Context: an optimization exercise on an open-source flow, tuned for small area. The choices shown serve that exercise and are no tape-out recipe. Only the layout flow was run in this run; the RTL was not checked for function there. Power is estimated from default activity; no workload was simulated.

[design/flow/run.sh]
#!/bin/bash
# synth_recipe.tcl (not shown) runs the flow's synth.tcl, then flattens the netlist and writes it again
# the make line also repeats each setting of config.mk as NAME=value (left out here)
make -C /OpenROAD-flow-scripts/flow DESIGN_CONFIG=/design/flow/config.mk WORK_HOME=/design/flow/orfs CLKGATE_MAP_FILE= SYNTH_SCRIPT=/design/flow/synth_recipe.tcl finish
[design/flow/config.mk]
export PLATFORM = sky130hd
export DESIGN_NAME = ram_array
export DESIGN_NICKNAME = ram_array
export VERILOG_FILES = /design/flow/design.v
export SDC_FILE = /design/flow/constraint.sdc
export NUM_CORES = 4
export LEC_CHECK = 0
export CAP_MARGIN = 20
export CORE_MARGIN = 2
export CORE_UTILIZATION = 25
export PLACE_DENSITY = 0.35
export SLEW_MARGIN = 20
[design/flow/constraint.sdc]
create_clock -name core_clock -period 8.0 [get_ports {clock}]
set_input_delay 1.6000 -clock core_clock [delete_from_list [all_inputs] [get_ports {clock}]]
set_output_delay 1.6000 -clock core_clock [all_outputs]
set_load 0.01 [all_outputs]
[design/flow/design.v]
package ram_pkg;
    localparam logic [2:0] CYC_OPA = 3'd4;
    localparam logic [2:0] CYC_SRC = 3'd6;
    localparam logic [2:0] CYC_EXE = 3'd6;
    localparam logic [2:0] CYC_X3  = 3'd7;
    localparam logic [3:0] OP_WRM = 4'h0;
    localparam logic [3:0] OP_WMP = 4'h1;
    localparam logic [3:0] OP_SBM = 4'h8;
    localparam logic [3:0] OP_RDM = 4'h9;
    localparam logic [3:0] OP_ADM = 4'hB;
    localparam logic [3:0] SLOT_STAT = 4'd8;
    localparam logic [3:0] SLOT_OUT  = 4'd10;
    function automatic logic op_reads_mem(input logic [3:0] op);
        op_reads_mem = (op == OP_SBM) || (op == OP_RDM) || (op == OP_ADM);
    endfunction
    function automatic logic op_writes_status(input logic [3:0] op);
        op_writes_status = op[3:2] == 2'b01;
    endfunction
    function automatic logic op_reads_status(input logic [3:0] op);
        op_reads_status = op[3:2] == 2'b11;
    endfunction
endpackage
module ram_chip
#(
    parameter int CHIP_ID = 0
) (
    input  logic        clock,
    input  logic        reset,
    input  logic [2:0]  cyc,
    input  logic        cmd_n,
    input  logic [3:0]  data_i,
    output logic [3:0]  data_o,
    output logic        data_en,
    output logic [3:0]  out,
    input  logic        wb_go,
    input  logic        wb_hit,
    input  logic        wb_we,
    input  logic [3:0]  wb_sel,
    input  logic [3:0]  wb_slot,
    input  logic [31:0] wb_data_i,
    output logic [31:0] wb_data_o
);
    localparam logic [1:0] ID = 2'(CHIP_ID);
    logic       sel;
    logic       src;
    logic [1:0] reg_addr;
    logic [3:0] char_addr;
    logic [3:0] inst;
    logic       inst_active;
    logic [3:0] mem [64];
    logic [3:0] status [16];
    logic [31:0] rd_word;
    logic       exec;
    logic [5:0] mem_idx;
    logic [3:0] stat_idx;
    assign exec     = (cyc == ram_pkg::CYC_EXE) && inst_active;
    assign mem_idx  = {reg_addr, char_addr};
    assign stat_idx = {reg_addr, inst[1:0]};
    always_ff @(posedge clock) begin
        if (reset) begin
            sel         <= 1'b0;
            src         <= 1'b0;
            reg_addr    <= 2'd3;
            char_addr   <= 4'hF;
            inst        <= 4'h0;
            inst_active <= 1'b0;
        end else begin
            if (cyc == ram_pkg::CYC_SRC && !cmd_n) begin
                if (data_i[3:2] == ID) begin
                    sel      <= 1'b1;
                    src      <= 1'b1;
                    reg_addr <= data_i[1:0];
                end else begin
                    sel <= 1'b0;
                    src <= 1'b0;
                end
            end
            if (cyc == ram_pkg::CYC_X3 && cmd_n) begin
                inst_active <= 1'b0;
                if (src) begin
                    char_addr <= data_i;
                    src       <= 1'b0;
                end
            end
            if (cyc == ram_pkg::CYC_OPA && !cmd_n && sel) begin
                inst        <= data_i;
                inst_active <= 1'b1;
            end
        end
    end
    always_comb begin
        data_o  = 4'h0;
        data_en = 1'b0;
        if (exec) begin
            if (ram_pkg::op_reads_mem(inst)) begin
                data_en = 1'b1;
                data_o  = mem[mem_idx];
            end else if (ram_pkg::op_reads_status(inst)) begin
                data_en = 1'b1;
                data_o  = status[stat_idx];
            end
        end
    end
    always_comb begin
        rd_word = 32'h0;
        for (int j = 0; j < 8; j++) begin
            if (!wb_slot[3]) begin
                rd_word[4*j +: 4] = mem[{wb_slot[2:0], 3'(j)}];
            end else if ((wb_slot & 4'hE) == ram_pkg::SLOT_STAT) begin
                rd_word[4*j +: 4] = status[{wb_slot[0], 3'(j)}];
            end
        end
        if (wb_slot == ram_pkg::SLOT_OUT) begin
            rd_word[3:0] = out;
        end
    end
    always_ff @(posedge clock) begin
        if (reset) begin
            for (int i = 0; i < 64; i++) begin
                mem[i] <= 4'h0;
            end
            for (int i = 0; i < 16; i++) begin
                status[i] <= 4'h0;
            end
            out       <= 4'h0;
            wb_data_o <= 32'h0;
        end else begin
            if (exec) begin
                if (inst == ram_pkg::OP_WRM) begin
                    mem[mem_idx] <= data_i;
                end
                if (inst == ram_pkg::OP_WMP) begin
                    out <= data_i;
                end
                if (ram_pkg::op_writes_status(inst)) begin
                    status[stat_idx] <= data_i;
                end
            end
            if (wb_go) begin
                wb_data_o <= wb_hit ? rd_word : 32'h0;
            end
            if (wb_hit && wb_we) begin
                for (int j = 0; j < 8; j++) begin
                    if (wb_sel[j / 2]) begin
                        if (!wb_slot[3]) begin
                            mem[{wb_slot[2:0], 3'(j)}] <= wb_data_i[4*j +: 4];
                        end else if ((wb_slot & 4'hE) == ram_pkg::SLOT_STAT) begin
                            status[{wb_slot[0], 3'(j)}] <= wb_data_i[4*j +: 4];
                        end else if (wb_slot == ram_pkg::SLOT_OUT && j == 0) begin
                            out <= wb_data_i[3:0];
                        end
                    end
                end
            end
        end
    end
endmodule
module ram_array
#(
    parameter int NUM_BANKS      = 1,
    parameter int CHIPS_PER_BANK = 2
) (
    input  logic                                  clock,
    input  logic                                  reset,
    input  logic [3:0]                            data_i,
    output logic [3:0]                            data_o,
    output logic                                  data_en,
    input  logic                                  sync,
    input  logic [NUM_BANKS-1:0]                  cmd_n,
    output logic [4*NUM_BANKS*CHIPS_PER_BANK-1:0] out,
    input  logic [31:0]                           wb_data_i,
    input  logic [31:0]                           wb_addr_i,
    input  logic [3:0]                            wb_sel_i,
    input  logic                                  wb_cyc_i,
    input  logic                                  wb_strobe_i,
    input  logic                                  wb_we_i,
    output logic [31:0]                           wb_data_o,
    output logic                                  wb_ack_o
);
    localparam int NCHIP = NUM_BANKS * CHIPS_PER_BANK;
    logic [2:0]       cyc;
    logic             wb_go;
    logic [25:0]      wb_chip;
    logic [3:0]       wb_slot;
    logic [NCHIP-1:0] wb_hit;
    logic [NCHIP-1:0] chip_en;
    logic [3:0]       chip_data [NCHIP];
    logic [31:0]      chip_wb [NCHIP];
    logic             unused_ok;
    assign unused_ok = ^{sync, wb_addr_i[1:0]};
    assign wb_go   = (cyc == ram_pkg::CYC_X3) && wb_cyc_i && wb_strobe_i && !wb_ack_o;
    assign wb_chip = wb_addr_i[31:6];
    assign wb_slot = wb_addr_i[5:2];
    always_ff @(posedge clock) begin
        if (reset) begin
            cyc <= 3'd0;
        end else begin
            cyc <= cyc + 3'd1;
        end
    end
    always_ff @(posedge clock) begin
        if (reset) begin
            wb_ack_o <= 1'b0;
        end else begin
            wb_ack_o <= wb_go;
        end
    end
    for (genvar b = 0; b < NUM_BANKS; b++) begin : g_bank
        for (genvar c = 0; c < CHIPS_PER_BANK; c++) begin : g_chip
            localparam int K = b * CHIPS_PER_BANK + c;
            assign wb_hit[K] = wb_go && (wb_chip == 26'(K));
            ram_chip #(
                .CHIP_ID(c)
            ) u_chip (
                .clock     (clock),
                .reset     (reset),
                .cyc       (cyc),
                .cmd_n     (cmd_n[b]),
                .data_i    (data_i),
                .data_o    (chip_data[K]),
                .data_en   (chip_en[K]),
                .out       (out[4*K +: 4]),
                .wb_go     (wb_go),
                .wb_hit    (wb_hit[K]),
                .wb_we     (wb_we_i),
                .wb_sel    (wb_sel_i),
                .wb_slot   (wb_slot),
                .wb_data_i (wb_data_i),
                .wb_data_o (chip_wb[K])
            );
        end
    end
    always_comb begin
        data_o    = 4'h0;
        wb_data_o = 32'h0;
        for (int k = 0; k < NCHIP; k++) begin
            data_o    = data_o | chip_data[k];
            wb_data_o = wb_data_o | chip_wb[k];
        end
        data_en = |chip_en;
    end
endmodule
==> key figures <==
Pwr
  • Power Density: 188.7 nW/µm²
  • Total net switching power: 0.002751 W
  • Worst supply voltage drop on vdd: 0.1507 mV
  • Switching share of power: 28.41%
  • Sequential fraction of design power: 46.4%
  • Int Power: 0.006935 W
  • Clock network fraction of design power: 44.5%
  • LEAKAGE: 17.22 nW
  • Combinational cell fraction of total power: 9.1%

Job
  • Number of max-capacitance violations reported: 0

Routing
  • Average wire per cell in the routed design: 40.78 µm
  • Via-per-instance ratio: 6.052
  • Antenna-violating nets left: 0
  • Total wirelength of the detailed-routed design: 280600 µm
  • DRT Pass-1 Iters: 6
  • DRC errors left: 0
  • Via count of the routed design: 41640
  • Initial drt markers: 6374

STA
  • Final Hold Fails: 0
  • Final-layout setup total negative slack: 0 ns
  • Setup clock skew after layout: 0.04853 ns
  • PnR worst setup slack: 0.8279 ns
  • Worst slew margin: 16.19%
  • Final count of pins violating max slew: 0
  • Count of endpoints failing setup in the final report: 0
  • Fin crit share: 89.65%
  • RSZ-0062 raised after global routing: false
  • Slew at the pin closest to its max-slew limit: 1.257 ns
  • Period minus WS final: 7.172 ns
  • Final hold slack: 0.4539 ns
  • Max Fclk: 139.4 MHz

Placed design
  • Dpl hpwl: 205400 µm
  • Placed Cells incl. Taps: 6700
  • Worst setup slack after placement: 1.776 ns
  • Port Buffers: 121
  • Routability congestion estimate from global placement: 1.020

CTS
  • Buffer count from post-CTS setup fixing: 0
  • Clock tree from TritonCTS: done
  • Hold_buf cts: 0
  • Clock-pin slew on the worst setup and hold paths: 0.06 ns
  • Clock buffers created by TritonCTS: 94
  • Count of cells resized by post-cts repair: 0
  • Buffer cell driving the clock tree root: clkbuf_16
  • Buffer levels on the longest clock path: 3
  • Deepest level of the CTS H-tree: 3
  • Later-pin clock latency in the skew report: 0.75 ns
  • Sinks on the clock net: 742

Yosys
  • Synthesized-area fraction occupied by ao, oa, aoi and oai cells: 23.27%
  • Most area-consuming cells after synthesis: edfxtp_1, o31ai_1, nand2_1, dfxtp_1, mux2i_1
  • Number of synthesized register bits: 742
  • Combinational family with the most area after synthesis: compound AO/OA/AOI/OAI gates
  • Mapped Avg Cell Area: 9.900 µm²
  • Total number of yosys warnings: 5
  • Netlist Area Pre-Place: 44700 µm²
  • Parity-gate share of the synthesized area counting xor and xnor cells: 0%
  • Adder and majority gate portion of the synthesized area: 0.1120%
  • Share of synthesized cell area in and, or, nand and nor gates: 16.33%
  • Number of enable-type register cells in the synthesized netlist: 640
  • Dominant cell type by area after synthesis: edfxtp_1
  • Share of the yosys chip area belonging to registers: 47.57%
  • Post-Syn Nets: 4598
  • Post-synth ARST share: 0%
  • Post-synthesis mux area share: 8.359%
  • Main synth FF type: edfxtp_1
  • Portion of synthesized cell area occupied by the leading cell type: 43.00%
  • Synth Instances: 4515
  • Synth cell types: 79

Finish
  • Share of the core filled with cells: 28.83%
  • Most used cells in the layout excluding fill and tap cells: nand2_1, edfxtp_1, o31ai_1, nor2_1, o21ai_0
  • Net count reported at finish: 4525
  • Most common cell after layout, fill and taps aside: nand2_1
  • Count of placed standard cells in the final layout, fillers left out: 6881
  • Fraction of layout cells with a size suffix above 1: 14.10%
  • Layout-stage area growth over the synthesis result: 14.84%
  • Filler Cell Count: 18550

Outcome
  • Status: complete, no violations

Critical path
  • Crit path to: data_o[3]
  • Data arrival, critical path: 5.57 ns
  • Worst Reg-to-Reg Cells: 7
  • Critical path fanouts, max: 53
  • Required time of the critical path: 6.40 ns
  • Critical R2R Capture: g_bank[0].g_chip[1].u_chip.mem[24][1]
  • Category of the worst setup path capture point: output pin
  • Path type of the worst setup path: reg -> out
  • Startpoint of the most critical register-to-register path: g_bank[0].g_chip[1].u_chip.inst[0]
  • Slack of the worst reg-to-reg path: 3.71 ns
  • CP startpoint: g_bank[0].g_chip[0].u_chip.char_addr[2]
  • Type of element launching the critical path: register

Die
  • IO Count: 125
  • Chip width: 426.8 µm
  • Die footprint: 182200 µm²
  • Effective utilization at floorplan: 25.11%
  • Placeable core region: 178000 µm²
  • Cell row count: 155
  • Vert. Die Dim: 426.8 µm

GRT
  • Remaining global-route overflow: 0
  • Vias in the first global route: 38090
  • Number of antenna violations at the first check in global routing: 29
  • Maximum number of pins on one net before global-route repair: 81
  • Global Route Usage Sum: 30.00%
  • Wire length of the first global-routing pass: 367900 µm

Min path
  • Path type of the worst min-delay path: reg -> reg
-- metrics by stage --
| step | cell area [µm²] | total power (W) |
|---|---|---|
| 2_1_floorplan | 44700 | 0.004809 |
| 3_3_place_gp | 48290 | 0.005408 |
| 3_5_place_dp | 48310 | 0.005402 |
| 4_1_cts | 51300 | 0.009700 |
| 5_1_grt | 51320 | 0.009864 |
| 6_report | 51330 | 0.009686 |
-- per-layer routing --
| metal | track usage (%) | part of all wire [%] | vias up | routed length (µm) |
|---|---|---|---|---|
| li1 | - | - | 17320 | - |
| met5 | 0 | 0.056 | - | 156 |
| met2 | 44.14 | 42 | 2583 | 118600 |
| met4 | 9.478 | 3.5 | 24 | 9785 |
| met1 | 42.45 | 43 | 21310 | 121800 |
| met3 | 7.963 | 11 | 412 | 30250 |
-- power groups by stage --
| stage | Sequential [W] | Combinational (W) | Clock [W] |
|---|---|---|---|
| 2_1_floorplan | 0.00442 | 0.000388 | 0 |
| 3_3_place_gp | 0.00456 | 0.000843 | 0 |
| 3_5_place_dp | 0.00456 | 0.000840 | 0 |
| 4_1_cts | 0.00448 | 0.000844 | 0.00437 |
| 5_1_grt | 0.00449 | 0.000885 | 0.00449 |
| 6_report | 0.00450 | 0.000877 | 0.00431 |
-- how the worst min path moves through the flow --
| stage | depth (start not counted) | slack [ns] | start | to |
|---|---|---|---|---|
| 2_1_floorplan | 1 | 0.42 | cyc[0] | cyc[0] |
| 3_3_place_gp | 1 | 0.43 | cyc[0] | cyc[0] |
| 3_5_place_dp | 1 | 0.44 | cyc[0] | cyc[0] |
| 4_1_cts | 1 | 0.45 | cyc[0] | cyc[0] |
| 5_1_grt | 2 | 0.48 | g_bank[0].g_chip[0].u_chip.wb_data_o[1] | g_bank[0].g_chip[0].u_chip.wb_data_o[1] |
| 6_report | 2 | 0.45 | g_bank[0].g_chip[0].u_chip.wb_data_o[1] | g_bank[0].g_chip[0].u_chip.wb_data_o[1] |
-- cells by family after synthesis --
| logic type | after synthesis |
|---|---|
| buffers and inverters | 472 |
| and+or+nand+nor | 1530 |
| muxes | 293 |
| AOI/OAI and AO/OA | 1474 |
| DFF | 742 |
| adders and majority gates | 4 |
-- worst max-delay path: stages (launching register included) --
cell	delay (ns)
dfxtp_4	0.90
clkinv_1	0.92
a221oi_1	0.58
o221ai_1	0.19
and3_1	0.21
o41ai_2	0.87
nand4_1	0.51
clkdlybuf4s50_1	0.65
-- state kept, by name, summed over array words and instances (netlist names) --
signal and flops:
g_bank.g_chip.u_chip.sel 2, g_bank.g_chip.u_chip.out 8, g_bank.g_chip.u_chip.wb_data_o 64, g_bank.g_chip.u_chip.char_addr 8, cyc 3, g_bank.g_chip.u_chip.status 128
g_bank.g_chip.u_chip.mem 512, g_bank.g_chip.u_chip.inst_active 2, g_bank.g_chip.u_chip.reg_addr 4, wb_ack_o 1, g_bank.g_chip.u_chip.inst 8, g_bank.g_chip.u_chip.src 2
-- synth_stat cells, drive strengths merged (19+ instances only) --
library cell  instances
nand2               863
edfxtp              640
o31ai               515
clkbuf              294
nor2                276
o21ai               270
o22ai               169
buf                 162
mux2i               146
nor3                112
a22oi               103
dfxtp               102
mux2                 92
a22o                 89
a21oi                77
mux4                 55
a221oi               44
nand3                42
or2                  36
or4                  35
o221ai               25
or3                  25
nor2b                24
nor3b                20
nand2b               19
-- final cells by class --
cell class,instances,area [µm²],share of cell area (%)
Antenna cell,7,17.52,0.03413
Clock buffer,128,2611,5.087
Clock inverter,45,382.9,0.7459
Inverter,16,60.06,0.1170
Multi-Input combinational cell,3301,21650,42.17
Sequential cell,742,21270,41.44
Tap cell,2355,2947,5.741
Timing Repair Buffer,287,2392,4.661

what the ideal ports hide:
The flow's constraints put no driver on any port. The routed layout listed below was extracted and timed again, unchanged, in two steps.
Step 1: set_driving_cell puts a clkbuf_16 on clock and a buf_2 on each other input, an assumption about the parent block.
Step 2 also shifts input and output timing later by t, the mid clock arrival at the registers, as if the neighbouring blocks saw the same clock.
Slacks: ideal ports / drivers / drivers and shift; pairs: ideal ports / drivers.
t (ns): 0.815
setup WS [ns]: 0.828 / 0.738 / 1.553
worst hold slack (ns): 0.454 / 0.454 / 0.454
cell pins on the clock port's net: 1
After both steps setup and hold are still met in this run. For this run, drivers alone change the setup slack by -0.090 ns; drivers and shift together by +0.725 ns.
